Source: an optimization exercise on an open RTL-to-GDS flow (aim: small area, a short achievable clock period and few clock cycles). Production flows keep margins and buffers that such runs may drop. In this exercise RTL edits were held to simulation tests only and were not proved equivalent to the original. No activity file was given, so power comes from the tool's default toggle rates.

--- run.sh ---
#!/bin/bash
# synth_recipe.tcl (not shown) runs the flow's synth.tcl, then flattens the netlist and writes it again
# the make line also repeats each setting of config.mk as NAME=value (left out here)
make -C /OpenROAD-flow-scripts/flow DESIGN_CONFIG=/design/flow/config.mk WORK_HOME=/design/flow/orfs CLKGATE_MAP_FILE= SYNTH_SCRIPT=/design/flow/synth_recipe.tcl finish
--- config.mk ---
export PLATFORM = sky130hd
export DESIGN_NAME = adc_divider_voltage_averager_core
export DESIGN_NICKNAME = adc_divider_voltage_averager_core
export VERILOG_FILES = /design/flow/design.v
export SDC_FILE = /design/flow/constraint.sdc
export NUM_CORES = 4
export LEC_CHECK = 0
export ABC_AREA = 1
export CAP_MARGIN = 20
export CORE_MARGIN = 2
export CORE_UTILIZATION = 40
export SLEW_MARGIN = 20
--- constraint.sdc ---
create_clock -name core_clock -period 12.0 [get_ports {i_clk}]
set_input_delay 2.4000 -clock core_clock [delete_from_list [all_inputs] [get_ports {i_clk}]]
set_output_delay 2.4000 -clock core_clock [all_outputs]
set_load 0.01 [all_outputs]
--- design.v ---
`timescale 1ns / 1ps
package adv_pkg;
    localparam logic [28:0] KR_RESET  = 29'd148721109;
    localparam logic [9:0]  THR_RESET = 10'd100;
    localparam logic signed [41:0] D1   = -42'sd203289785351;
    localparam logic signed [41:0] D0S  = -42'sd129195078400;
endpackage
`timescale 1ns / 1ps
module adv_kt (
    input  logic [16:0] i_k,
    output logic [4:0]  o_t
);
    logic [4:0] w_hi;
    logic       w_wrap;
    assign w_hi   = i_k[16:12];
    assign w_wrap = (&i_k[11:5]) && ((6'(i_k[4:0]) + 6'(w_hi)) >= 6'd32);
    assign o_t    = w_hi + 5'(w_wrap) + 5'd1;
endmodule
module adv_read (
    input  logic [16:0] i_mv,
    input  logic        i_zero,    
    input  logic [9:0]  i_thr,
    input  logic [11:0] i_off,
    output logic [16:0] o_mv
);
    logic signed [17:0] w_r;
    assign w_r = $signed({1'b0, i_mv}) + 18'($signed(i_off));
    always_comb begin
        if (i_zero || (i_mv < 17'(i_thr)) || w_r[17]) begin
            o_mv = '0;
        end else begin
            o_mv = w_r[16:0];
        end
    end
endmodule
`timescale 1ns / 1ps
module adv_mul (
    input  logic signed [29:0] i_a,
    input  logic [17:0]        i_sel,    
    input  logic               i_pa,
    input  logic               i_pb,
    input  logic               i_pj,
    input  logic               i_pk,
    input  logic [28:0]        i_k,
    input  logic [4:0]         i_t,
    output logic [41:0]        o_sa,
    output logic [41:0]        o_sb
);
    logic [5:0]  w_ng;
    logic [41:0] w_c;
    logic [30:0] w_pp0;
    logic [30:0] w_pp1;
    logic [30:0] w_pp2;
    logic [30:0] w_pp3;
    logic [30:0] w_pp4;
    logic [30:0] w_pp5;
    logic t1, t2, t3, t4, t5, t6, t7, t8, t9, t10, t11, t12, t13, t14, t15, t16, t17, t18, t19, t20, t21, t22, t23, t24, t25, t26, t27, t28, t29, t30, t31, t32, t33, t34, t35, t36, t37, t38, t39, t40, t41, t42, t43, t44, t45, t46, t47, t48, t49, t50, t51, t52, t53, t54, t55, t56, t57, t58, t59, t60, t61, t62, t63, t64, t65, t66, t67, t68, t69, t70, t71, t72, t73, t74, t75, t76, t77, t78, t79, t80, t81, t82, t83, t84, t85, t86, t87, t88, t89, t90, t91, t92, t93, t94, t95, t96, t97, t98, t99, t100, t101, t102, t103, t104, t105, t106, t107, t108, t109, t110, t111, t112, t113, t114, t115, t116, t117, t118, t119, t120, t121, t122, t123, t124, t125, t126, t127, t128, t129, t130, t131, t132, t133, t134, t135, t136, t137, t138, t139, t140, t141, t142, t143, t144, t145, t146, t147, t148, t149, t150, t151, t152, t153, t154, t155, t156, t157, t158, t159, t160, t161, t162, t163, t164, t165, t166, t167, t168, t169, t170, t171, t172, t173, t174, t175, t176, t177, t178, t179, t180, t181, t182, t183, t184, t185, t186, t187, t188, t189, t190, t191, t192, t193, t194, t195, t196, t197, t198, t199, t200, t201, t202, t203, t204, t205, t206, t207, t208, t209, t210, t211, t212, t213, t214, t215, t216, t217, t218, t219, t220, t221, t222, t223, t224, t225, t226, t227, t228, t229, t230, t231, t232, t233, t234, t235, t236, t237, t238, t239, t240, t241, t242, t243, t244, t245, t246, t247, t248, t249, t250, t251, t252, t253, t254, t255, t256, t257, t258, t259, t260, t261, t262, t263, t264, t265, t266, t267, t268, t269, t270, t271, t272, t273, t274, t275, t276, t277, t278, t279, t280, t281, t282, t283, t284, t285, t286, t287, t288, t289, t290, t291, t292, t293, t294, t295, t296, t297, t298, t299, t300, t301, t302, t303, t304, t305, t306, t307, t308, t309, t310, t311, t312, t313, t314, t315, t316, t317, t318, t319, t320, t321, t322, t323, t324, t325, t326, t327, t328, t329, t330, t331, t332, t333, t334, t335, t336, t337, t338, t339, t340, t341, t342, t343, t344, t345, t346, t347, t348, t349, t350, t351, t352, t353, t354, t355, t356, t357, t358, t359, t360, t361, t362, t363, t364, t365, t366, t367, t368, t369, t370, t371, t372, t373, t374, t375, t376, t377, t378, t379, t380, t381, t382, t383, t384;
    adv_booth u_b0 (.i_a(i_a), .i_sel(i_sel[2:0]), .o_pp(w_pp0), .o_neg(w_ng[0]));
    adv_booth u_b1 (.i_a(i_a), .i_sel(i_sel[5:3]), .o_pp(w_pp1), .o_neg(w_ng[1]));
    adv_booth u_b2 (.i_a(i_a), .i_sel(i_sel[8:6]), .o_pp(w_pp2), .o_neg(w_ng[2]));
    adv_booth u_b3 (.i_a(i_a), .i_sel(i_sel[11:9]), .o_pp(w_pp3), .o_neg(w_ng[3]));
    adv_booth u_b4 (.i_a(i_a), .i_sel(i_sel[14:12]), .o_pp(w_pp4), .o_neg(w_ng[4]));
    adv_booth u_b5 (.i_a(i_a), .i_sel(i_sel[17:15]), .o_pp(w_pp5), .o_neg(w_ng[5]));
    assign w_c[0] = i_pa | (i_pk & i_t[0]);
    assign w_c[1] = (i_pk & i_t[1]);
    assign w_c[2] = (i_pk & i_t[2]);
    assign w_c[3] = i_pa | (i_pk & i_t[3]);
    assign w_c[4] = i_pa | (i_pk & i_t[4]);
    assign w_c[5] = i_pa;
    assign w_c[6] = i_pa;
    assign w_c[7] = i_pa;
    assign w_c[8] = i_pa | i_pb;
    assign w_c[9] = i_pa;
    assign w_c[10] = i_pb;
    assign w_c[11] = i_pa | i_pb | (i_pj & i_k[0]);
    assign w_c[12] = (i_pj & i_k[1]) | (i_pk & i_k[0]);
    assign w_c[13] = (i_pj & i_k[2]) | (i_pk & i_k[1]);
    assign w_c[14] = (i_pj & i_k[3]) | (i_pk & i_k[2]);
    assign w_c[15] = i_pb | (i_pj & i_k[4]) | (i_pk & i_k[3]);
    assign w_c[16] = i_pb | (i_pj & i_k[5]) | (i_pk & i_k[4]);
    assign w_c[17] = i_pb | (i_pj & i_k[6]) | (i_pk & i_k[5]);
    assign w_c[18] = i_pa | i_pb | (i_pj & i_k[7]) | (i_pk & i_k[6]);
    assign w_c[19] = i_pa | i_pb | (i_pj & i_k[8]) | (i_pk & i_k[7]);
    assign w_c[20] = i_pa | i_pb | (i_pj & i_k[9]) | (i_pk & i_k[8]);
    assign w_c[21] = i_pa | (i_pj & i_k[10]) | (i_pk & i_k[9]);
    assign w_c[22] = i_pa | i_pb | (i_pj & i_k[11]) | (i_pk & i_k[10]);
    assign w_c[23] = i_pa | (i_pj & i_k[12]) | (i_pk & i_k[11]);
    assign w_c[24] = i_pb | (i_pj & i_k[13]) | (i_pk & i_k[12]);
    assign w_c[25] = i_pa | i_pb | (i_pj & i_k[14]) | (i_pk & i_k[13]);
    assign w_c[26] = (i_pj & i_k[15]) | (i_pk & i_k[14]);
    assign w_c[27] = i_pa | i_pb | (i_pj & i_k[16]) | (i_pk & i_k[15]);
    assign w_c[28] = (i_pj & i_k[17]) | (i_pk & i_k[16]);
    assign w_c[29] = i_pa | i_pb | (i_pj & i_k[18]);
    assign w_c[30] = i_pb | (i_pj & i_k[19]);
    assign w_c[31] = i_pa | i_pb | (i_pj & i_k[20]);
    assign w_c[32] = i_pb | (i_pj & i_k[21]);
    assign w_c[33] = (i_pj & i_k[22]);
    assign w_c[34] = (i_pj & i_k[23]);
    assign w_c[35] = (i_pj & i_k[24]);
    assign w_c[36] = i_pa | (i_pj & i_k[25]);
    assign w_c[37] = i_pb | (i_pj & i_k[26]);
    assign w_c[38] = i_pa | i_pb | (i_pj & i_k[27]);
    assign w_c[39] = i_pa | i_pb | (i_pj & i_k[28]);
    assign w_c[40] = i_pa | i_pb;
    assign w_c[41] = i_pa | i_pb;
    assign t1 = w_pp0[8] ^ w_pp1[6];
    assign t2 = w_pp0[8] & w_pp1[6];
    assign t3 = w_pp0[9] ^ w_pp1[7];
    assign t4 = w_pp0[9] & w_pp1[7];
    assign t5 = w_pp0[10] ^ w_pp1[8] ^ w_pp2[6];
    assign t6 = (w_pp0[10] & w_pp1[8]) | (w_pp2[6] & (w_pp0[10] ^ w_pp1[8]));
    assign t7 = w_pp3[4] ^ w_pp4[2];
    assign t8 = w_pp3[4] & w_pp4[2];
    assign t9 = w_pp0[11] ^ w_pp1[9] ^ w_pp2[7];
    assign t10 = (w_pp0[11] & w_pp1[9]) | (w_pp2[7] & (w_pp0[11] ^ w_pp1[9]));
    assign t11 = w_pp3[5] ^ w_pp4[3];
    assign t12 = w_pp3[5] & w_pp4[3];
    assign t13 = w_pp0[12] ^ w_pp1[10] ^ w_pp2[8];
    assign t14 = (w_pp0[12] & w_pp1[10]) | (w_pp2[8] & (w_pp0[12] ^ w_pp1[10]));
    assign t15 = w_pp3[6] ^ w_pp4[4];
    assign t16 = w_pp3[6] & w_pp4[4];
    assign t17 = w_pp0[13] ^ w_pp1[11] ^ w_pp2[9];
    assign t18 = (w_pp0[13] & w_pp1[11]) | (w_pp2[9] & (w_pp0[13] ^ w_pp1[11]));
    assign t19 = w_pp3[7] ^ w_pp4[5];
    assign t20 = w_pp3[7] & w_pp4[5];
    assign t21 = w_pp0[14] ^ w_pp1[12] ^ w_pp2[10];
    assign t22 = (w_pp0[14] & w_pp1[12]) | (w_pp2[10] & (w_pp0[14] ^ w_pp1[12]));
    assign t23 = w_pp3[8] ^ w_pp4[6];
    assign t24 = w_pp3[8] & w_pp4[6];
    assign t25 = w_pp0[15] ^ w_pp1[13] ^ w_pp2[11];
    assign t26 = (w_pp0[15] & w_pp1[13]) | (w_pp2[11] & (w_pp0[15] ^ w_pp1[13]));
    assign t27 = w_pp3[9] ^ w_pp4[7];
    assign t28 = w_pp3[9] & w_pp4[7];
    assign t29 = w_pp0[16] ^ w_pp1[14] ^ w_pp2[12];
    assign t30 = (w_pp0[16] & w_pp1[14]) | (w_pp2[12] & (w_pp0[16] ^ w_pp1[14]));
    assign t31 = w_pp3[10] ^ w_pp4[8];
    assign t32 = w_pp3[10] & w_pp4[8];
    assign t33 = w_pp0[17] ^ w_pp1[15] ^ w_pp2[13];
    assign t34 = (w_pp0[17] & w_pp1[15]) | (w_pp2[13] & (w_pp0[17] ^ w_pp1[15]));
    assign t35 = w_pp3[11] ^ w_pp4[9];
    assign t36 = w_pp3[11] & w_pp4[9];
    assign t37 = w_pp0[18] ^ w_pp1[16] ^ w_pp2[14];
    assign t38 = (w_pp0[18] & w_pp1[16]) | (w_pp2[14] & (w_pp0[18] ^ w_pp1[16]));
    assign t39 = w_pp3[12] ^ w_pp4[10];
    assign t40 = w_pp3[12] & w_pp4[10];
    assign t41 = w_pp0[19] ^ w_pp1[17] ^ w_pp2[15];
    assign t42 = (w_pp0[19] & w_pp1[17]) | (w_pp2[15] & (w_pp0[19] ^ w_pp1[17]));
    assign t43 = w_pp3[13] ^ w_pp4[11];
    assign t44 = w_pp3[13] & w_pp4[11];
    assign t45 = w_pp0[20] ^ w_pp1[18] ^ w_pp2[16];
    assign t46 = (w_pp0[20] & w_pp1[18]) | (w_pp2[16] & (w_pp0[20] ^ w_pp1[18]));
    assign t47 = w_pp3[14] ^ w_pp4[12];
    assign t48 = w_pp3[14] & w_pp4[12];
    assign t49 = w_pp0[21] ^ w_pp1[19] ^ w_pp2[17];
    assign t50 = (w_pp0[21] & w_pp1[19]) | (w_pp2[17] & (w_pp0[21] ^ w_pp1[19]));
    assign t51 = w_pp3[15] ^ w_pp4[13];
    assign t52 = w_pp3[15] & w_pp4[13];
    assign t53 = w_pp0[22] ^ w_pp1[20] ^ w_pp2[18];
    assign t54 = (w_pp0[22] & w_pp1[20]) | (w_pp2[18] & (w_pp0[22] ^ w_pp1[20]));
    assign t55 = w_pp3[16] ^ w_pp4[14];
    assign t56 = w_pp3[16] & w_pp4[14];
    assign t57 = w_pp0[23] ^ w_pp1[21] ^ w_pp2[19];
    assign t58 = (w_pp0[23] & w_pp1[21]) | (w_pp2[19] & (w_pp0[23] ^ w_pp1[21]));
    assign t59 = w_pp3[17] ^ w_pp4[15];
    assign t60 = w_pp3[17] & w_pp4[15];
    assign t61 = w_pp0[24] ^ w_pp1[22] ^ w_pp2[20];
    assign t62 = (w_pp0[24] & w_pp1[22]) | (w_pp2[20] & (w_pp0[24] ^ w_pp1[22]));
    assign t63 = w_pp3[18] ^ w_pp4[16];
    assign t64 = w_pp3[18] & w_pp4[16];
    assign t65 = w_pp0[25] ^ w_pp1[23] ^ w_pp2[21];
    assign t66 = (w_pp0[25] & w_pp1[23]) | (w_pp2[21] & (w_pp0[25] ^ w_pp1[23]));
    assign t67 = w_pp3[19] ^ w_pp4[17];
    assign t68 = w_pp3[19] & w_pp4[17];
    assign t69 = w_pp0[26] ^ w_pp1[24] ^ w_pp2[22];
    assign t70 = (w_pp0[26] & w_pp1[24]) | (w_pp2[22] & (w_pp0[26] ^ w_pp1[24]));
    assign t71 = w_pp3[20] ^ w_pp4[18];
    assign t72 = w_pp3[20] & w_pp4[18];
    assign t73 = w_pp0[27] ^ w_pp1[25] ^ w_pp2[23];
    assign t74 = (w_pp0[27] & w_pp1[25]) | (w_pp2[23] & (w_pp0[27] ^ w_pp1[25]));
    assign t75 = w_pp3[21] ^ w_pp4[19];
    assign t76 = w_pp3[21] & w_pp4[19];
    assign t77 = w_pp0[28] ^ w_pp1[26] ^ w_pp2[24];
    assign t78 = (w_pp0[28] & w_pp1[26]) | (w_pp2[24] & (w_pp0[28] ^ w_pp1[26]));
    assign t79 = w_pp3[22] ^ w_pp4[20];
    assign t80 = w_pp3[22] & w_pp4[20];
    assign t81 = w_pp0[29] ^ w_pp1[27] ^ w_pp2[25];
    assign t82 = (w_pp0[29] & w_pp1[27]) | (w_pp2[25] & (w_pp0[29] ^ w_pp1[27]));
    assign t83 = w_pp3[23] ^ w_pp4[21];
    assign t84 = w_pp3[23] & w_pp4[21];
    assign t85 = ~w_pp0[30] ^ w_pp1[28] ^ w_pp2[26];
    assign t86 = (~w_pp0[30] & w_pp1[28]) | (w_pp2[26] & (~w_pp0[30] ^ w_pp1[28]));
    assign t87 = w_pp3[24] ^ w_pp4[22] ^ w_pp5[20];
    assign t88 = (w_pp3[24] & w_pp4[22]) | (w_pp5[20] & (w_pp3[24] ^ w_pp4[22]));
    assign t89 = w_pp1[29] ^ w_pp2[27] ^ w_pp3[25];
    assign t90 = (w_pp1[29] & w_pp2[27]) | (w_pp3[25] & (w_pp1[29] ^ w_pp2[27]));
    assign t91 = w_pp4[23] ^ w_pp5[21];
    assign t92 = w_pp4[23] & w_pp5[21];
    assign t93 = ~w_pp1[30] ^ w_pp2[28] ^ w_pp3[26];
    assign t94 = (~w_pp1[30] & w_pp2[28]) | (w_pp3[26] & (~w_pp1[30] ^ w_pp2[28]));
    assign t95 = w_pp2[29] ^ w_pp3[27];
    assign t96 = w_pp2[29] & w_pp3[27];
    assign t97 = w_pp0[4] ^ w_pp1[2];
    assign t98 = w_pp0[4] & w_pp1[2];
    assign t99 = w_pp0[5] ^ w_pp1[3];
    assign t100 = w_pp0[5] & w_pp1[3];
    assign t101 = w_pp0[6] ^ w_pp1[4] ^ w_pp2[2];
    assign t102 = (w_pp0[6] & w_pp1[4]) | (w_pp2[2] & (w_pp0[6] ^ w_pp1[4]));
    assign t103 = w_pp3[0] ^ w_ng[3];
    assign t104 = w_pp3[0] & w_ng[3];
    assign t105 = w_pp0[7] ^ w_pp1[5] ^ w_pp2[3];
    assign t106 = (w_pp0[7] & w_pp1[5]) | (w_pp2[3] & (w_pp0[7] ^ w_pp1[5]));
    assign t107 = w_pp3[1] ^ w_c[7];
    assign t108 = w_pp3[1] & w_c[7];
    assign t109 = t1 ^ w_pp2[4] ^ w_pp3[2];
    assign t110 = (t1 & w_pp2[4]) | (w_pp3[2] & (t1 ^ w_pp2[4]));
    assign t111 = w_pp4[0] ^ w_ng[4] ^ w_c[8];
    assign t112 = (w_pp4[0] & w_ng[4]) | (w_c[8] & (w_pp4[0] ^ w_ng[4]));
    assign t113 = t2 ^ t3 ^ w_pp2[5];
    assign t114 = (t2 & t3) | (w_pp2[5] & (t2 ^ t3));
    assign t115 = w_pp3[3] ^ w_pp4[1] ^ w_c[9];
    assign t116 = (w_pp3[3] & w_pp4[1]) | (w_c[9] & (w_pp3[3] ^ w_pp4[1]));
    assign t117 = t4 ^ t5 ^ t7;
    assign t118 = (t4 & t5) | (t7 & (t4 ^ t5));
    assign t119 = w_pp5[0] ^ w_ng[5] ^ w_c[10];
    assign t120 = (w_pp5[0] & w_ng[5]) | (w_c[10] & (w_pp5[0] ^ w_ng[5]));
    assign t121 = t6 ^ t8 ^ t9;
    assign t122 = (t6 & t8) | (t9 & (t6 ^ t8));
    assign t123 = t11 ^ w_pp5[1] ^ w_c[11];
    assign t124 = (t11 & w_pp5[1]) | (w_c[11] & (t11 ^ w_pp5[1]));
    assign t125 = t10 ^ t12 ^ t13;
    assign t126 = (t10 & t12) | (t13 & (t10 ^ t12));
    assign t127 = t15 ^ w_pp5[2] ^ w_c[12];
    assign t128 = (t15 & w_pp5[2]) | (w_c[12] & (t15 ^ w_pp5[2]));
    assign t129 = t14 ^ t16 ^ t17;
    assign t130 = (t14 & t16) | (t17 & (t14 ^ t16));
    assign t131 = t19 ^ w_pp5[3] ^ w_c[13];
    assign t132 = (t19 & w_pp5[3]) | (w_c[13] & (t19 ^ w_pp5[3]));
    assign t133 = t18 ^ t20 ^ t21;
    assign t134 = (t18 & t20) | (t21 & (t18 ^ t20));
    assign t135 = t23 ^ w_pp5[4] ^ w_c[14];
    assign t136 = (t23 & w_pp5[4]) | (w_c[14] & (t23 ^ w_pp5[4]));
    assign t137 = t22 ^ t24 ^ t25;
    assign t138 = (t22 & t24) | (t25 & (t22 ^ t24));
    assign t139 = t27 ^ w_pp5[5] ^ w_c[15];
    assign t140 = (t27 & w_pp5[5]) | (w_c[15] & (t27 ^ w_pp5[5]));
    assign t141 = t26 ^ t28 ^ t29;
    assign t142 = (t26 & t28) | (t29 & (t26 ^ t28));
    assign t143 = t31 ^ w_pp5[6] ^ w_c[16];
    assign t144 = (t31 & w_pp5[6]) | (w_c[16] & (t31 ^ w_pp5[6]));
    assign t145 = t30 ^ t32 ^ t33;
    assign t146 = (t30 & t32) | (t33 & (t30 ^ t32));
    assign t147 = t35 ^ w_pp5[7] ^ w_c[17];
    assign t148 = (t35 & w_pp5[7]) | (w_c[17] & (t35 ^ w_pp5[7]));
    assign t149 = t34 ^ t36 ^ t37;
    assign t150 = (t34 & t36) | (t37 & (t34 ^ t36));
    assign t151 = t39 ^ w_pp5[8] ^ w_c[18];
    assign t152 = (t39 & w_pp5[8]) | (w_c[18] & (t39 ^ w_pp5[8]));
    assign t153 = t38 ^ t40 ^ t41;
    assign t154 = (t38 & t40) | (t41 & (t38 ^ t40));
    assign t155 = t43 ^ w_pp5[9] ^ w_c[19];
    assign t156 = (t43 & w_pp5[9]) | (w_c[19] & (t43 ^ w_pp5[9]));
    assign t157 = t42 ^ t44 ^ t45;
    assign t158 = (t42 & t44) | (t45 & (t42 ^ t44));
    assign t159 = t47 ^ w_pp5[10] ^ w_c[20];
    assign t160 = (t47 & w_pp5[10]) | (w_c[20] & (t47 ^ w_pp5[10]));
    assign t161 = t46 ^ t48 ^ t49;
    assign t162 = (t46 & t48) | (t49 & (t46 ^ t48));
    assign t163 = t51 ^ w_pp5[11] ^ w_c[21];
    assign t164 = (t51 & w_pp5[11]) | (w_c[21] & (t51 ^ w_pp5[11]));
    assign t165 = t50 ^ t52 ^ t53;
    assign t166 = (t50 & t52) | (t53 & (t50 ^ t52));
    assign t167 = t55 ^ w_pp5[12] ^ w_c[22];
    assign t168 = (t55 & w_pp5[12]) | (w_c[22] & (t55 ^ w_pp5[12]));
    assign t169 = t54 ^ t56 ^ t57;
    assign t170 = (t54 & t56) | (t57 & (t54 ^ t56));
    assign t171 = t59 ^ w_pp5[13] ^ w_c[23];
    assign t172 = (t59 & w_pp5[13]) | (w_c[23] & (t59 ^ w_pp5[13]));
    assign t173 = t58 ^ t60 ^ t61;
    assign t174 = (t58 & t60) | (t61 & (t58 ^ t60));
    assign t175 = t63 ^ w_pp5[14] ^ w_c[24];
    assign t176 = (t63 & w_pp5[14]) | (w_c[24] & (t63 ^ w_pp5[14]));
    assign t177 = t62 ^ t64 ^ t65;
    assign t178 = (t62 & t64) | (t65 & (t62 ^ t64));
    assign t179 = t67 ^ w_pp5[15] ^ w_c[25];
    assign t180 = (t67 & w_pp5[15]) | (w_c[25] & (t67 ^ w_pp5[15]));
    assign t181 = t66 ^ t68 ^ t69;
    assign t182 = (t66 & t68) | (t69 & (t66 ^ t68));
    assign t183 = t71 ^ w_pp5[16] ^ w_c[26];
    assign t184 = (t71 & w_pp5[16]) | (w_c[26] & (t71 ^ w_pp5[16]));
    assign t185 = t70 ^ t72 ^ t73;
    assign t186 = (t70 & t72) | (t73 & (t70 ^ t72));
    assign t187 = t75 ^ w_pp5[17] ^ w_c[27];
    assign t188 = (t75 & w_pp5[17]) | (w_c[27] & (t75 ^ w_pp5[17]));
    assign t189 = t74 ^ t76 ^ t77;
    assign t190 = (t74 & t76) | (t77 & (t74 ^ t76));
    assign t191 = t79 ^ w_pp5[18] ^ w_c[28];
    assign t192 = (t79 & w_pp5[18]) | (w_c[28] & (t79 ^ w_pp5[18]));
    assign t193 = t78 ^ t80 ^ t81;
    assign t194 = (t78 & t80) | (t81 & (t78 ^ t80));
    assign t195 = t83 ^ w_pp5[19] ^ w_c[29];
    assign t196 = (t83 & w_pp5[19]) | (w_c[29] & (t83 ^ w_pp5[19]));
    assign t197 = t82 ^ t84 ^ t85;
    assign t198 = (t82 & t84) | (t85 & (t82 ^ t84));
    assign t199 = t87 ^ w_c[30] ^ 1'b1;
    assign t200 = (t87 & w_c[30]) | (1'b1 & (t87 ^ w_c[30]));
    assign t201 = t86 ^ t88 ^ t89;
    assign t202 = (t86 & t88) | (t89 & (t86 ^ t88));
    assign t203 = t91 ^ w_c[31] ^ 1'b1;
    assign t204 = (t91 & w_c[31]) | (1'b1 & (t91 ^ w_c[31]));
    assign t205 = t90 ^ t92 ^ t93;
    assign t206 = (t90 & t92) | (t93 & (t90 ^ t92));
    assign t207 = w_pp4[24] ^ w_pp5[22] ^ w_c[32];
    assign t208 = (w_pp4[24] & w_pp5[22]) | (w_c[32] & (w_pp4[24] ^ w_pp5[22]));
    assign t209 = t94 ^ t95 ^ w_pp4[25];
    assign t210 = (t94 & t95) | (w_pp4[25] & (t94 ^ t95));
    assign t211 = w_pp5[23] ^ w_c[33] ^ 1'b1;
    assign t212 = (w_pp5[23] & w_c[33]) | (1'b1 & (w_pp5[23] ^ w_c[33]));
    assign t213 = t96 ^ ~w_pp2[30] ^ w_pp3[28];
    assign t214 = (t96 & ~w_pp2[30]) | (w_pp3[28] & (t96 ^ ~w_pp2[30]));
    assign t215 = w_pp4[26] ^ w_pp5[24] ^ w_c[34];
    assign t216 = (w_pp4[26] & w_pp5[24]) | (w_c[34] & (w_pp4[26] ^ w_pp5[24]));
    assign t217 = w_pp3[29] ^ w_pp4[27] ^ w_pp5[25];
    assign t218 = (w_pp3[29] & w_pp4[27]) | (w_pp5[25] & (w_pp3[29] ^ w_pp4[27]));
    assign t219 = w_c[35] ^ 1'b1;
    assign t220 = w_c[35] & 1'b1;
    assign t221 = ~w_pp3[30] ^ w_pp4[28] ^ w_pp5[26];
    assign t222 = (~w_pp3[30] & w_pp4[28]) | (w_pp5[26] & (~w_pp3[30] ^ w_pp4[28]));
    assign t223 = w_pp4[29] ^ w_pp5[27];
    assign t224 = w_pp4[29] & w_pp5[27];
    assign t225 = w_pp0[2] ^ w_pp1[0];
    assign t226 = w_pp0[2] & w_pp1[0];
    assign t227 = w_pp0[3] ^ w_pp1[1];
    assign t228 = w_pp0[3] & w_pp1[1];
    assign t229 = t97 ^ w_pp2[0] ^ w_ng[2];
    assign t230 = (t97 & w_pp2[0]) | (w_ng[2] & (t97 ^ w_pp2[0]));
    assign t231 = t98 ^ t99 ^ w_pp2[1];
    assign t232 = (t98 & t99) | (w_pp2[1] & (t98 ^ t99));
    assign t233 = t100 ^ t101 ^ t103;
    assign t234 = (t100 & t101) | (t103 & (t100 ^ t101));
    assign t235 = t102 ^ t104 ^ t105;
    assign t236 = (t102 & t104) | (t105 & (t102 ^ t104));
    assign t237 = t106 ^ t108 ^ t109;
    assign t238 = (t106 & t108) | (t109 & (t106 ^ t108));
    assign t239 = t110 ^ t112 ^ t113;
    assign t240 = (t110 & t112) | (t113 & (t110 ^ t112));
    assign t241 = t114 ^ t116 ^ t117;
    assign t242 = (t114 & t116) | (t117 & (t114 ^ t116));
    assign t243 = t118 ^ t120 ^ t121;
    assign t244 = (t118 & t120) | (t121 & (t118 ^ t120));
    assign t245 = t122 ^ t124 ^ t125;
    assign t246 = (t122 & t124) | (t125 & (t122 ^ t124));
    assign t247 = t126 ^ t128 ^ t129;
    assign t248 = (t126 & t128) | (t129 & (t126 ^ t128));
    assign t249 = t130 ^ t132 ^ t133;
    assign t250 = (t130 & t132) | (t133 & (t130 ^ t132));
    assign t251 = t134 ^ t136 ^ t137;
    assign t252 = (t134 & t136) | (t137 & (t134 ^ t136));
    assign t253 = t138 ^ t140 ^ t141;
    assign t254 = (t138 & t140) | (t141 & (t138 ^ t140));
    assign t255 = t142 ^ t144 ^ t145;
    assign t256 = (t142 & t144) | (t145 & (t142 ^ t144));
    assign t257 = t146 ^ t148 ^ t149;
    assign t258 = (t146 & t148) | (t149 & (t146 ^ t148));
    assign t259 = t150 ^ t152 ^ t153;
    assign t260 = (t150 & t152) | (t153 & (t150 ^ t152));
    assign t261 = t154 ^ t156 ^ t157;
    assign t262 = (t154 & t156) | (t157 & (t154 ^ t156));
    assign t263 = t158 ^ t160 ^ t161;
    assign t264 = (t158 & t160) | (t161 & (t158 ^ t160));
    assign t265 = t162 ^ t164 ^ t165;
    assign t266 = (t162 & t164) | (t165 & (t162 ^ t164));
    assign t267 = t166 ^ t168 ^ t169;
    assign t268 = (t166 & t168) | (t169 & (t166 ^ t168));
    assign t269 = t170 ^ t172 ^ t173;
    assign t270 = (t170 & t172) | (t173 & (t170 ^ t172));
    assign t271 = t174 ^ t176 ^ t177;
    assign t272 = (t174 & t176) | (t177 & (t174 ^ t176));
    assign t273 = t178 ^ t180 ^ t181;
    assign t274 = (t178 & t180) | (t181 & (t178 ^ t180));
    assign t275 = t182 ^ t184 ^ t185;
    assign t276 = (t182 & t184) | (t185 & (t182 ^ t184));
    assign t277 = t186 ^ t188 ^ t189;
    assign t278 = (t186 & t188) | (t189 & (t186 ^ t188));
    assign t279 = t190 ^ t192 ^ t193;
    assign t280 = (t190 & t192) | (t193 & (t190 ^ t192));
    assign t281 = t194 ^ t196 ^ t197;
    assign t282 = (t194 & t196) | (t197 & (t194 ^ t196));
    assign t283 = t198 ^ t200 ^ t201;
    assign t284 = (t198 & t200) | (t201 & (t198 ^ t200));
    assign t285 = t202 ^ t204 ^ t205;
    assign t286 = (t202 & t204) | (t205 & (t202 ^ t204));
    assign t287 = t206 ^ t208 ^ t209;
    assign t288 = (t206 & t208) | (t209 & (t206 ^ t208));
    assign t289 = t210 ^ t212 ^ t213;
    assign t290 = (t210 & t212) | (t213 & (t210 ^ t212));
    assign t291 = t214 ^ t216 ^ t217;
    assign t292 = (t214 & t216) | (t217 & (t214 ^ t216));
    assign t293 = t218 ^ t220 ^ t221;
    assign t294 = (t218 & t220) | (t221 & (t218 ^ t220));
    assign t295 = t222 ^ t223 ^ w_c[37];
    assign t296 = (t222 & t223) | (w_c[37] & (t222 ^ t223));
    assign t297 = t224 ^ ~w_pp4[30] ^ w_pp5[28];
    assign t298 = (t224 & ~w_pp4[30]) | (w_pp5[28] & (t224 ^ ~w_pp4[30]));
    assign t299 = w_pp5[29] ^ w_c[39];
    assign t300 = w_pp5[29] & w_c[39];
    assign t301 = w_pp0[0] ^ w_ng[0];
    assign t302 = w_pp0[0] & w_ng[0];
    assign t303 = w_pp0[1] ^ w_c[1];
    assign t304 = w_pp0[1] & w_c[1];
    assign t305 = t225 ^ w_ng[1] ^ w_c[2];
    assign t306 = (t225 & w_ng[1]) | (w_c[2] & (t225 ^ w_ng[1]));
    assign t307 = t226 ^ t227 ^ w_c[3];
    assign t308 = (t226 & t227) | (w_c[3] & (t226 ^ t227));
    assign t309 = t228 ^ t229 ^ w_c[4];
    assign t310 = (t228 & t229) | (w_c[4] & (t228 ^ t229));
    assign t311 = t230 ^ t231 ^ w_c[5];
    assign t312 = (t230 & t231) | (w_c[5] & (t230 ^ t231));
    assign t313 = t232 ^ t233 ^ w_c[6];
    assign t314 = (t232 & t233) | (w_c[6] & (t232 ^ t233));
    assign t315 = t234 ^ t235 ^ t107;
    assign t316 = (t234 & t235) | (t107 & (t234 ^ t235));
    assign t317 = t236 ^ t237 ^ t111;
    assign t318 = (t236 & t237) | (t111 & (t236 ^ t237));
    assign t319 = t238 ^ t239 ^ t115;
    assign t320 = (t238 & t239) | (t115 & (t238 ^ t239));
    assign t321 = t240 ^ t241 ^ t119;
    assign t322 = (t240 & t241) | (t119 & (t240 ^ t241));
    assign t323 = t242 ^ t243 ^ t123;
    assign t324 = (t242 & t243) | (t123 & (t242 ^ t243));
    assign t325 = t244 ^ t245 ^ t127;
    assign t326 = (t244 & t245) | (t127 & (t244 ^ t245));
    assign t327 = t246 ^ t247 ^ t131;
    assign t328 = (t246 & t247) | (t131 & (t246 ^ t247));
    assign t329 = t248 ^ t249 ^ t135;
    assign t330 = (t248 & t249) | (t135 & (t248 ^ t249));
    assign t331 = t250 ^ t251 ^ t139;
    assign t332 = (t250 & t251) | (t139 & (t250 ^ t251));
    assign t333 = t252 ^ t253 ^ t143;
    assign t334 = (t252 & t253) | (t143 & (t252 ^ t253));
    assign t335 = t254 ^ t255 ^ t147;
    assign t336 = (t254 & t255) | (t147 & (t254 ^ t255));
    assign t337 = t256 ^ t257 ^ t151;
    assign t338 = (t256 & t257) | (t151 & (t256 ^ t257));
    assign t339 = t258 ^ t259 ^ t155;
    assign t340 = (t258 & t259) | (t155 & (t258 ^ t259));
    assign t341 = t260 ^ t261 ^ t159;
    assign t342 = (t260 & t261) | (t159 & (t260 ^ t261));
    assign t343 = t262 ^ t263 ^ t163;
    assign t344 = (t262 & t263) | (t163 & (t262 ^ t263));
    assign t345 = t264 ^ t265 ^ t167;
    assign t346 = (t264 & t265) | (t167 & (t264 ^ t265));
    assign t347 = t266 ^ t267 ^ t171;
    assign t348 = (t266 & t267) | (t171 & (t266 ^ t267));
    assign t349 = t268 ^ t269 ^ t175;
    assign t350 = (t268 & t269) | (t175 & (t268 ^ t269));
    assign t351 = t270 ^ t271 ^ t179;
    assign t352 = (t270 & t271) | (t179 & (t270 ^ t271));
    assign t353 = t272 ^ t273 ^ t183;
    assign t354 = (t272 & t273) | (t183 & (t272 ^ t273));
    assign t355 = t274 ^ t275 ^ t187;
    assign t356 = (t274 & t275) | (t187 & (t274 ^ t275));
    assign t357 = t276 ^ t277 ^ t191;
    assign t358 = (t276 & t277) | (t191 & (t276 ^ t277));
    assign t359 = t278 ^ t279 ^ t195;
    assign t360 = (t278 & t279) | (t195 & (t278 ^ t279));
    assign t361 = t280 ^ t281 ^ t199;
    assign t362 = (t280 & t281) | (t199 & (t280 ^ t281));
    assign t363 = t282 ^ t283 ^ t203;
    assign t364 = (t282 & t283) | (t203 & (t282 ^ t283));
    assign t365 = t284 ^ t285 ^ t207;
    assign t366 = (t284 & t285) | (t207 & (t284 ^ t285));
    assign t367 = t286 ^ t287 ^ t211;
    assign t368 = (t286 & t287) | (t211 & (t286 ^ t287));
    assign t369 = t288 ^ t289 ^ t215;
    assign t370 = (t288 & t289) | (t215 & (t288 ^ t289));
    assign t371 = t290 ^ t291 ^ t219;
    assign t372 = (t290 & t291) | (t219 & (t290 ^ t291));
    assign t373 = t292 ^ t293 ^ w_c[36];
    assign t374 = (t292 & t293) | (w_c[36] & (t292 ^ t293));
    assign t375 = t294 ^ t295 ^ 1'b1;
    assign t376 = (t294 & t295) | (1'b1 & (t294 ^ t295));
    assign t377 = t296 ^ t297 ^ w_c[38];
    assign t378 = (t296 & t297) | (w_c[38] & (t296 ^ t297));
    assign t379 = t298 ^ t299 ^ 1'b1;
    assign t380 = (t298 & t299) | (1'b1 & (t298 ^ t299));
    assign t381 = t300 ^ ~w_pp5[30] ^ w_c[40];
    assign t382 = (t300 & ~w_pp5[30]) | (w_c[40] & (t300 ^ ~w_pp5[30]));
    assign t383 = w_c[41] ^ 1'b1;
    assign t384 = w_c[41] & 1'b1;
    assign o_sa = {t382, t380, t378, t376, t374, t372, t370, t368, t366, t364, t362, t360, t358, t356, t354, t352, t350, t348, t346, t344, t342, t340, t338, t336, t334, t332, t330, t328, t326, t324, t322, t320, t318, t316, t314, t312, t310, t308, t306, t304, t302, t301};
    assign o_sb = {t383, t381, t379, t377, t375, t373, t371, t369, t367, t365, t363, t361, t359, t357, t355, t353, t351, t349, t347, t345, t343, t341, t339, t337, t335, t333, t331, t329, t327, t325, t323, t321, t319, t317, t315, t313, t311, t309, t307, t305, t303, w_c[0]};
endmodule
module adv_booth (
    input  logic [29:0] i_a,
    input  logic [2:0]  i_sel,    
    output logic [30:0] o_pp,
    output logic        o_neg
);
    logic one, two;
    assign one   = i_sel[2];
    assign two   = i_sel[1];
    assign o_neg = i_sel[0];
    assign o_pp  = (({31{one}} & {i_a[29], i_a}) | ({31{two}} & {i_a, 1'b0})) ^ {31{o_neg}};
endmodule
module adv_s3t (
    input  logic [11:0] i_x,
    output logic [27:0] o_t
);
    logic [27:0] w_r0, w_r1, w_r2;
    assign w_r0[0] = 1'(16'haaaa >> i_x[3:0]);
    assign w_r0[1] = 1'(16'hcccc >> i_x[3:0]);
    assign w_r0[2] = 1'(16'ha5a5 >> i_x[3:0]);
    assign w_r0[3] = 1'(16'hc936 >> i_x[3:0]);
    assign w_r0[4] = 1'(16'h5b6d >> i_x[3:0]);
    assign w_r0[5] = 1'(16'h9249 >> i_x[3:0]);
    assign w_r0[6] = 1'(16'h1c71 >> i_x[3:0]);
    assign w_r0[7] = 1'(16'hb52b >> i_x[3:0]);
    assign w_r0[8] = 1'(16'h264d >> i_x[3:0]);
    assign w_r0[9] = 1'(16'h92db >> i_x[3:0]);
    assign w_r0[10] = 1'(16'h2492 >> i_x[3:0]);
    assign w_r0[11] = 1'(16'hc71c >> i_x[3:0]);
    assign w_r0[12] = 1'(16'hf81f >> i_x[3:0]);
    assign w_r0[13] = 1'(16'h001f >> i_x[3:0]);
    assign w_r0[14] = 1'(16'haab5 >> i_x[3:0]);
    assign w_r0[15] = 1'(16'hccd9 >> i_x[3:0]);
    assign w_r0[16] = 1'(16'hf0e1 >> i_x[3:0]);
    assign w_r0[17] = 1'(16'h00fe >> i_x[3:0]);
    assign w_r0[18] = 1'(16'h00ff >> i_x[3:0]);
    assign w_r0[19] = 1'(16'hff00 >> i_x[3:0]);
    assign w_r0[20] = 1'b0;
    assign w_r0[21] = 1'b0;
    assign w_r0[22] = 1'b0;
    assign w_r0[23] = 1'b0;
    assign w_r0[24] = 1'b0;
    assign w_r0[25] = 1'b0;
    assign w_r0[26] = 1'b1;
    assign w_r0[27] = 1'b0;
    assign w_r1[0] = 1'b0;
    assign w_r1[1] = 1'b0;
    assign w_r1[2] = 1'b0;
    assign w_r1[3] = 1'b0;
    assign w_r1[4] = 1'(16'haaaa >> i_x[7:4]);
    assign w_r1[5] = 1'(16'hcccc >> i_x[7:4]);
    assign w_r1[6] = 1'(16'h5a5a >> i_x[7:4]);
    assign w_r1[7] = 1'(16'h936c >> i_x[7:4]);
    assign w_r1[8] = 1'(16'hb6da >> i_x[7:4]);
    assign w_r1[9] = 1'(16'hdb6c >> i_x[7:4]);
    assign w_r1[10] = 1'(16'h1c70 >> i_x[7:4]);
    assign w_r1[11] = 1'(16'hb52a >> i_x[7:4]);
    assign w_r1[12] = 1'(16'h264c >> i_x[7:4]);
    assign w_r1[13] = 1'(16'h92da >> i_x[7:4]);
    assign w_r1[14] = 1'(16'hdb6c >> i_x[7:4]);
    assign w_r1[15] = 1'(16'h1c70 >> i_x[7:4]);
    assign w_r1[16] = 1'(16'h1f80 >> i_x[7:4]);
    assign w_r1[17] = 1'(16'he000 >> i_x[7:4]);
    assign w_r1[18] = 1'(16'haaaa >> i_x[7:4]);
    assign w_r1[19] = 1'(16'hcccc >> i_x[7:4]);
    assign w_r1[20] = 1'(16'hf0f0 >> i_x[7:4]);
    assign w_r1[21] = 1'(16'hff00 >> i_x[7:4]);
    assign w_r1[22] = 1'b0;
    assign w_r1[23] = 1'b0;
    assign w_r1[24] = 1'b0;
    assign w_r1[25] = 1'b0;
    assign w_r1[26] = 1'b0;
    assign w_r1[27] = 1'b0;
    assign w_r2[0] = 1'b0;
    assign w_r2[1] = 1'b0;
    assign w_r2[2] = 1'b0;
    assign w_r2[3] = 1'b0;
    assign w_r2[4] = 1'b0;
    assign w_r2[5] = 1'b0;
    assign w_r2[6] = 1'b0;
    assign w_r2[7] = 1'b0;
    assign w_r2[8] = 1'(16'haaaa >> i_x[11:8]);
    assign w_r2[9] = 1'(16'hcccc >> i_x[11:8]);
    assign w_r2[10] = 1'(16'h5a5a >> i_x[11:8]);
    assign w_r2[11] = 1'(16'h936c >> i_x[11:8]);
    assign w_r2[12] = 1'(16'hb6da >> i_x[11:8]);
    assign w_r2[13] = 1'(16'hdb6c >> i_x[11:8]);
    assign w_r2[14] = 1'(16'h1c70 >> i_x[11:8]);
    assign w_r2[15] = 1'(16'hb52a >> i_x[11:8]);
    assign w_r2[16] = 1'(16'h264c >> i_x[11:8]);
    assign w_r2[17] = 1'(16'h92da >> i_x[11:8]);
    assign w_r2[18] = 1'(16'hdb6c >> i_x[11:8]);
    assign w_r2[19] = 1'(16'h1c70 >> i_x[11:8]);
    assign w_r2[20] = 1'(16'h1f80 >> i_x[11:8]);
    assign w_r2[21] = 1'(16'he000 >> i_x[11:8]);
    assign w_r2[22] = 1'(16'haaaa >> i_x[11:8]);
    assign w_r2[23] = 1'(16'hcccc >> i_x[11:8]);
    assign w_r2[24] = 1'(16'hf0f0 >> i_x[11:8]);
    assign w_r2[25] = 1'(16'hff00 >> i_x[11:8]);
    assign w_r2[26] = 1'b0;
    assign w_r2[27] = 1'b0;
    assign o_t = w_r0 + w_r1 + w_r2;
endmodule
`timescale 1ns / 1ps
module adv_benc (
    input  logic [11:0] i_u,
    output logic [17:0] o_sel
);
    logic [12:0] w_b;
    assign w_b = {i_u, 1'b0};
    for (genvar i = 0; i < 6; i++) begin : g_dig
        logic b0, b1, b2;
        assign b0 = w_b[2*i];
        assign b1 = w_b[2*i+1];
        assign b2 = w_b[2*i+2];
        assign o_sel[3*i+2] = b0 ^ b1;
        assign o_sel[3*i+1] = (b2 & ~b1 & ~b0) | (~b2 & b1 & b0);
        assign o_sel[3*i]   = b2;
    end
endmodule
`timescale 1ns / 1ps
module adc_divider_voltage_averager_core (
    input  logic        i_clk,
    input  logic        i_rst_n,
    input  logic        i_in_valid,
    output logic        o_in_ready,
    input  logic [15:0] i_in_data,    
    output logic        o_out_valid,
    input  logic        i_out_ready,
    output logic [23:0] o_out_data,   
    input  logic        i_cfg_we,
    input  logic [1:0]  i_cfg_idx,
    input  logic [12:0] i_cfg_data
);
    localparam logic [2:0] OP_NONE = 3'd0;
    localparam logic [2:0] OP_A    = 3'd1;    
    localparam logic [2:0] OP_B    = 3'd2;    
    localparam logic [2:0] OP_J    = 3'd3;    
    localparam logic [2:0] OP_K1   = 3'd4;    
    localparam logic [2:0] OP_K2   = 3'd5;    
    localparam logic [1:0] KS_OK   = 2'd0;
    localparam logic [1:0] KS_NEED = 2'd1;
    localparam logic [1:0] KS_BUSY = 2'd2;
    logic        r_filter;
    logic        r_refnz;
    logic [11:0] r_off;
    logic [9:0]  r_thr;
    logic [28:0] r_kr;
    logic [1:0]  r_kst;
    logic        w_kgo;
    logic [2:0]  r_m1op, r_csop;
    logic [41:0] w_p;
    always_ff @(posedge i_clk) begin
        if (!i_rst_n) begin
            r_filter <= 1'b0;
            r_refnz  <= 1'b1;
            r_off    <= '0;
            r_thr    <= adv_pkg::THR_RESET;
        end else if (i_cfg_we) begin
            case (i_cfg_idx)
                2'd0:    r_filter <= i_cfg_data[0];
                2'd1:    r_refnz  <= (i_cfg_data != '0);
                2'd2:    r_off    <= i_cfg_data[11:0];
                default: r_thr    <= i_cfg_data[9:0];
            endcase
        end
    end
    always_ff @(posedge i_clk) begin
        if (!i_rst_n) begin
            r_kr  <= adv_pkg::KR_RESET;
            r_kst <= KS_OK;
        end else if (i_cfg_we && (i_cfg_idx == 2'd1)) begin
            r_kr  <= 29'(i_cfg_data);
            r_kst <= KS_NEED;
        end else if ((r_kst == KS_NEED) && w_kgo) begin
            r_kst <= KS_BUSY;
        end else if ((r_kst == KS_BUSY) && (r_csop == OP_K2)) begin
            r_kr  <= w_p[28:0];
            r_kst <= KS_OK;
        end
    end
    logic        r_ready;
    logic        w_take;
    logic [3:0]  r_cnt;
    logic [11:0] r_xx, r_xl;
    logic        r_xv, r_xf;
    logic        w_xon, w_xfirst, w_xlast;
    logic [3:0]  r_wch, r_wch2;
    assign w_take   = i_in_valid & r_ready;
    assign w_xon    = r_xv & r_xf;
    assign w_xfirst = (r_cnt == 4'd1);
    assign w_xlast  = (r_cnt == 4'd0);
    always_ff @(posedge i_clk) begin
        r_xx <= i_in_data[15:4];
        r_xl <= i_in_data[15:4] & {12{r_filter}};
        r_xf <= r_filter;
        if (!i_rst_n) begin
            r_xv  <= 1'b0;
            r_cnt <= '0;
        end else begin
            r_xv <= w_take;
            if (w_take) r_cnt <= r_cnt + 4'd1;
        end
        if (w_take && (r_cnt == 4'd0)) r_wch <= i_in_data[3:0];
        if (r_xv && w_xlast)  r_wch2 <= r_wch;
    end
    localparam logic [17:0] NEG_DIGITS = 18'b001_001_001_001_001_001;
    logic signed [29:0] r_a;
    logic [17:0]        r_sel, r_sel2, w_sel_x, w_sel_j;
    logic               r_m1first, r_m1last, r_csfirst, r_cslast;
    logic [41:0]        w_sa, w_sb, r_csa, r_csb;
    logic               r_jpend;
    logic [11:0]        r_jp;
    logic               w_vdone;
    logic               w_csa_op, w_csk_op, w_chain, w_jwant, w_job_go, w_kwant, w_kinfl;
    logic [4:0]         w_kt;
    logic [11:0]        w_mu;
    logic [27:0]        w_t;
    assign w_csa_op = (r_csop == OP_A);
    assign w_jwant  = w_vdone || r_jpend;
    assign w_csk_op = (r_csop == OP_K1);
    assign w_chain  = w_csa_op || w_csk_op;
    assign w_kinfl  = (r_m1op == OP_K1) || (r_m1op == OP_K2) || (r_csop == OP_K1) || (r_csop == OP_K2);
    assign w_kwant  = (r_kst == KS_NEED) && !w_kinfl;
    assign w_kgo    = w_kwant && !w_chain && !w_xon;
    assign w_job_go = w_jwant && (r_kst == KS_OK) && !w_chain && !w_xon;
    adv_s3t u_s3t (
        .i_x (r_xl),
        .o_t (w_t)
    );
    adv_benc u_enc_x (
        .i_u   ({~r_xx[11], r_xx[10:0]}),
        .o_sel (w_sel_x)
    );
    adv_benc u_enc_j (
        .i_u   (w_csk_op ? 12'd1 : w_kwant ? 12'd11
                        : (r_jpend ? r_jp : w_mu)),    
        .o_sel (w_sel_j)
    );
    adv_kt u_kt (
        .i_k (r_a[16:0]),
        .o_t (w_kt)
    );
    adv_mul u_mul (
        .i_a   (r_a),
        .i_sel (r_sel),
        .i_pa  (r_m1op == OP_A),
        .i_pb  (r_m1op == OP_B),
        .i_pj  (r_m1op == OP_J),
        .i_pk  (r_m1op == OP_K2),
        .i_k   (r_a[28:0]),
        .i_t   (w_kt),
        .o_sa  (w_sa),
        .o_sb  (w_sb)
    );
    assign w_p = r_csa + r_csb;
    always_ff @(posedge i_clk) begin
        if (!i_rst_n) begin
            r_m1op <= OP_NONE;
            r_csop <= OP_NONE;
        end else begin
            if (w_csa_op) begin
                r_m1op <= OP_B;
            end else if (w_csk_op) begin
                r_m1op <= OP_K2;
            end else if (w_xon) begin
                r_m1op <= OP_A;
            end else if (w_kgo) begin
                r_m1op <= OP_K1;
            end else if (w_job_go) begin
                r_m1op <= OP_J;
            end else begin
                r_m1op <= OP_NONE;
            end
            r_csop <= r_m1op;
        end
        r_sel2 <= r_sel;
        if (w_csa_op) begin
            r_a       <= w_p[39:10];
            r_sel     <= r_sel2 ^ NEG_DIGITS;
            r_m1first <= r_csfirst;
            r_m1last  <= r_cslast;
        end else if (w_csk_op) begin
            r_a       <= 30'(w_p[16:0]);
            r_sel     <= w_sel_j;
            r_m1first <= w_xfirst;
            r_m1last  <= w_xlast;
        end else if (w_xon) begin
            r_a       <= 30'(w_t);
            r_sel     <= w_sel_x ^ NEG_DIGITS;
            r_m1first <= w_xfirst;
            r_m1last  <= w_xlast;
        end else begin
            r_a       <= 30'(r_kr);
            r_sel     <= w_sel_j;
            r_m1first <= w_xfirst;
            r_m1last  <= w_xlast;
        end
        r_csa     <= w_sa;
        r_csb     <= w_sb;
        r_csfirst <= r_m1first;
        r_cslast  <= r_m1last;
    end
    logic               r_vv, r_vfirst, r_vlast;
    logic signed [19:0] r_vval;
    logic signed [22:0] r_acc, w_acc;
    assign w_vdone = r_vv && r_vlast;
    assign w_acc   = (r_vfirst ? 23'sd0 : r_acc) + 23'(r_vval);
    always_ff @(posedge i_clk) begin
        if (!i_rst_n) begin
            r_vv <= 1'b0;
        end else begin
            r_vv <= (r_csop == OP_B) || (r_xv && !r_xf);
        end
        if (r_csop == OP_B) begin
            r_vval   <= w_p[41:22];
            r_vfirst <= r_csfirst;
            r_vlast  <= r_cslast;
        end else begin
            r_vval   <= 20'(r_xx);
            r_vfirst <= w_xfirst;
            r_vlast  <= w_xlast;
        end
        if (r_vv) begin
            r_acc <= w_acc;
        end
    end
    logic        r_ov;
    logic [16:0] r_omv;
    logic [3:0]  r_och;
    logic        r_jzf;
    logic [3:0]  r_jch;
    logic        r_jqv;
    logic [16:0] r_jq;
    logic [16:0] w_mv;
    assign w_mu = w_acc[22] ? 12'h800 : {~w_acc[15], w_acc[14:4]};
    always_ff @(posedge i_clk) begin
        if (!i_rst_n) begin
            r_jpend <= 1'b0;
            r_jqv   <= 1'b0;
        end else begin
            r_jpend <= w_jwant && !w_job_go;
            r_jqv   <= (r_csop == OP_J);
        end
        if (w_vdone) begin
            r_jp  <= w_mu;
            r_jzf <= w_acc[22] && r_refnz;
            r_jch <= r_wch2;
        end
        r_jq <= w_p[40:24];
    end
    adv_read u_read (
        .i_mv   (r_jq),
        .i_zero (r_jzf),
        .i_thr  (r_thr),
        .i_off  (r_off),
        .o_mv   (w_mv)
    );
    always_ff @(posedge i_clk) begin
        if (!i_rst_n) begin
            r_ov <= 1'b0;
        end else if (r_jqv) begin
            r_ov <= 1'b1;
        end else if (i_out_ready) begin
            r_ov <= 1'b0;
        end
        if (r_jqv) begin
            r_omv <= w_mv;
            r_och <= r_jch;
        end
    end
    assign o_out_valid = r_ov;
    assign o_out_data  = {3'b000, r_omv, r_och};
    logic       r_pend;
    logic       w_pend_n;
    logic [3:0] w_cnt_n;
    logic       w_ton, r_ton1, r_ton2, r_ton3;
    logic       w_jwant_n, w_kwant_n, w_block, w_fnext;
    assign w_ton     = w_take & r_filter;
    assign w_cnt_n   = w_take ? r_cnt + 4'd1 : r_cnt;
    assign w_pend_n  = (w_take && (r_cnt == 4'd15)) || (r_pend && !(r_ov && i_out_ready));
    assign w_kwant_n = (i_cfg_we && (i_cfg_idx == 2'd1)) || ((r_kst == KS_NEED) && !w_kgo);
    assign w_jwant_n = (w_jwant && !w_job_go)
                     || ((r_csop == OP_B) ? r_cslast : (r_xv && !r_xf && w_xlast));
    assign w_fnext = (i_cfg_we && (i_cfg_idx == 2'd0)) ? i_cfg_data[0] : r_filter;
    assign w_block = (r_filter && r_ton1)                              
                   || (w_fnext && w_kgo)                               
                   || (!r_filter && (w_ton || r_ton1 || r_ton2 || r_ton3))  
                   || (r_filter && (w_jwant_n || w_kwant_n)
                       && (w_ton || r_ton2 || (r_m1op == OP_K1)))      
                   || ((w_cnt_n == 4'd15) && w_pend_n);                
    always_ff @(posedge i_clk) begin
        if (!i_rst_n) begin
            r_pend  <= 1'b0;
            r_ready <= 1'b0;
            r_ton1  <= 1'b0;
            r_ton2  <= 1'b0;
            r_ton3  <= 1'b0;
        end else begin
            r_pend  <= w_pend_n;
            r_ready <= !w_block;
            r_ton1  <= w_ton;
            r_ton2  <= r_ton1;
            r_ton3  <= r_ton2;
        end
    end
    assign o_in_ready = r_ready;
endmodule
==> results.toml <==
[outcome]
run_status = "finished clean"

[route]
first_iter_violations = 1982
wl_per_cell_um = 19.7
dr.pass1.iters = 5
drc = 0
via_count = 22347
via_per_inst = 5.27
ant_nets = 0
wl_um = 83400

[sta]
setup_viol = 0
finalCriticalPeriod_ps = 4270
hold_viol_final = 0
slew_violations = 0
relSlewSlack_pct = 24.9
fmax_mhz = 234
skew_ps = 26.5
period_share_pct = 35.6
rsz0062_at_grt = "false"
tightest_slew_ps = 1130
final.setup.tns_ps = 0

[global_route]
antenna_found_initial = 0
grt_use_total_pct = 24.3
grt_pass1_vias = 21774
grt-ovfl-total = 0
grt_first_pass_wirelength_um = 128000
grt_max_degree = 45

[logic_synthesis]
async_flop_share_pct = 0
ys_seq_area_share_pct = 29.8
synth_cell_type_count = 61
post-synth-top-count-cell = "inv_1"
yosysTopAreaCell = "dfxtp_1"
yosys_register_bits = 362
avgSynthCellArea_um2 = 7.94
ys.flop_type = "dfxtp_1"
synth_edf_count = 69
synth_top_cells_by_count = "inv_1 (564), nand2_1 (558), dfxtp_1 (293), nor2_1 (244), xor2_1 (239)"
synthTopCellsByArea = "dfxtp_1 (22%), fa_1 (12%), ha_1 (8.7%)"
ys_warn_count = 2
yosysTopAreaCellShare_pct = 22.0
synthCells = 3353
syn-cell-area_um2 = 26600

[clocking]
cts_tree = "built"
ctsResizeCount = 0
clkTransAtPathRegs_ps = 60
h-tree-depth = 2
ctsHoldBuffers = 0
clk_latency_ps = 570
cts_sinks = 362
clock-root-buffer = "clkbuf_16"
cts_buffer_depth = 3
numCtsBuffers = 41
postCtsSetupBuffers = 0

[pwr]
p_leak_nw = 14.1
powerDensity_nw_per_um2 = 344
power_w = 0.0101
vdd_drop_max_v = 0.000232

[setup_path]
arrival_ps = 4770
ff2ff_setup_slack_ps = 7730
crit_fanout = 10
required_ps = 12500
critPathKind = "reg2reg"
cp-end-kind = "register"
startpoint_type = "register"

[layout]
syn_to_final_growth_pct = 10.3
fin_nets = 3729
diodes = 0
nFillCells = 6685
drive_gt1_share_pct = 4.23

[die]
die_h_um = 262
core_area_um2 = 65900
initial_core_util_pct = 40.4
dieArea_um2 = 68600
fp.dieW_um = 262
ios = 62
row_count = 94

[flow_run]
cap_viol_max_count = 0

[place]
hpwl_um = 64500
portBuffers = 58
place_congestion = 0.983

[min_path]
hold_path_class = "reg2reg"
[worst max-delay path, cell delays in order, from the launching register on]
cell,delay (ps)
dfxtp_1,520
inv_1,220
ha_1,340
nand2_1,90
nand2_1,80
a21boi_0,330
inv_1,120
fa_1,450
ha_1,380
inv_1,50
o21ai_0,400
a21oi_1,120
nand2_1,90
a31oi_1,60
o21bai_1,220
nand2_1,100
o21ai_0,130
nand4_1,210
nand2_1,180
inv_1,70
nand2_1,50
[final timing paths]
path / start / to / cells after the start
setup / recovery: r_xl[9]$_DFF_P_ / r_a[27]$_DFF_P_ / 20
setup reg to reg: r_xl[9]$_DFF_P_ / r_a[27]$_DFF_P_ / 20
hold / removal: r_m1last$_DFF_P_ / r_cslast$_DFF_P_ / 0
hold reg to reg: r_m1last$_DFF_P_ / r_cslast$_DFF_P_ / 0
[state kept, by name (all words and copies together) (netlist names), 17 cells and up]
register / count
r_a: 30
r_acc: 23
r_csa: 42
r_csb: 42
r_jq: 17
r_kr: 29
r_omv: 17
r_sel: 18
r_sel2: 18
r_vval: 20
[cells by family after synthesis]
family                     Yosys count  synth area share, %
and+or+nand+nor                    988                 15.3
adders and majority gates          347                 20.9
muxes                                2               0.0752
DFF                                362                 29.8
xor gates and xnor gates           261                 8.59
other                                1               0.0141
AOI/OAI and AO/OA                  678                 15.1
buffers and inverters              714                 10.2
[layer usage]
layer / vias up / wire length [um] / global-route usage [%]
li1: 10869 / - / -
met1: 10619 / 38100 / 34.2
met2: 731 / 36500 / 37.7
met3: 128 / 5740 / 3.68
met4: 0 / 3060 / 8.95
met5: - / 0 / 0
[layout by cell type, fill, tap and decap left out, types with 89 or more instances in the layout]
cell,n
o21ai_0,172
ha_1,185
a21oi_1,177
nand2_1,558
o22ai_1,182
fa_1,162
nand3_1,89
inv_1,564
nor2_1,244
xor2_1,239
dfxtp_1,293
[layout make-up]
cell class	count	area (um2)	share of cell area [%]
Sequential cell	362	7940	27.0
Multi-Input combinational cell	2279	16000	54.4
Clock inverter	15	201	0.686
Tap cell	864	1080	3.68
Clock buffer	60	1190	4.05
Timing Repair Buffer	87	806	2.75
Inverter	575	2160	7.35
[stage by stage]
step / utilization [%] / area, um2 / instances / worst slack [ps] / hold WS (ps)
CTS: 44.5 / 29300 / 4241 / 7800 / 328
finish: 44.6 / 29400 / 4242 / 7730 / 329
global placement: 42.4 / 27900 / 4166 / 7300 / 312
detailed placement: 42.4 / 27900 / 4166 / 7270 / 315
floorplan: - / 26600 / 3355 / 8360 / 310
global route: 44.6 / 29400 / 4242 / 7340 / 341
[power by group]
part	switching (W)	internal, W	leakage [nW]	total [W]
clock	0.000516	0.000777	0.683	0.00129
sequential	0.000176	0.00169	3.06	0.00187
combinational	0.00431	0.00262	10.4	0.00693
total	0.00500	0.00509	14.1	0.0101
Testbench counts, summed over its fixed seeds: cycles 3,496.

-- port drivers added, routing unchanged --
Ports are ideal in the flow. The routed layout listed here was re-timed in OpenROAD. Step 1, drivers: a clkbuf_16 drives i_clk and a buf_2 each remaining input, both assumed. Step 2, shift: input delay + t, output delay - t, t = (earliest + latest rising clock arrival at the registers) / 2. This alone moves slack from input paths to output paths. Three values: ideal, step 1, step 2; two values: the first two.
shift t [ns]: 0.615
setup slack, ns: 7.733 / 7.733 / 7.241
worst setup path at the end: input to register
worst slew at a driven data input, ns: 0.04
After both steps this run still meets setup and hold. The setup slack of this run moves by 0.000 ns with the drivers and by -0.492 ns with both steps.
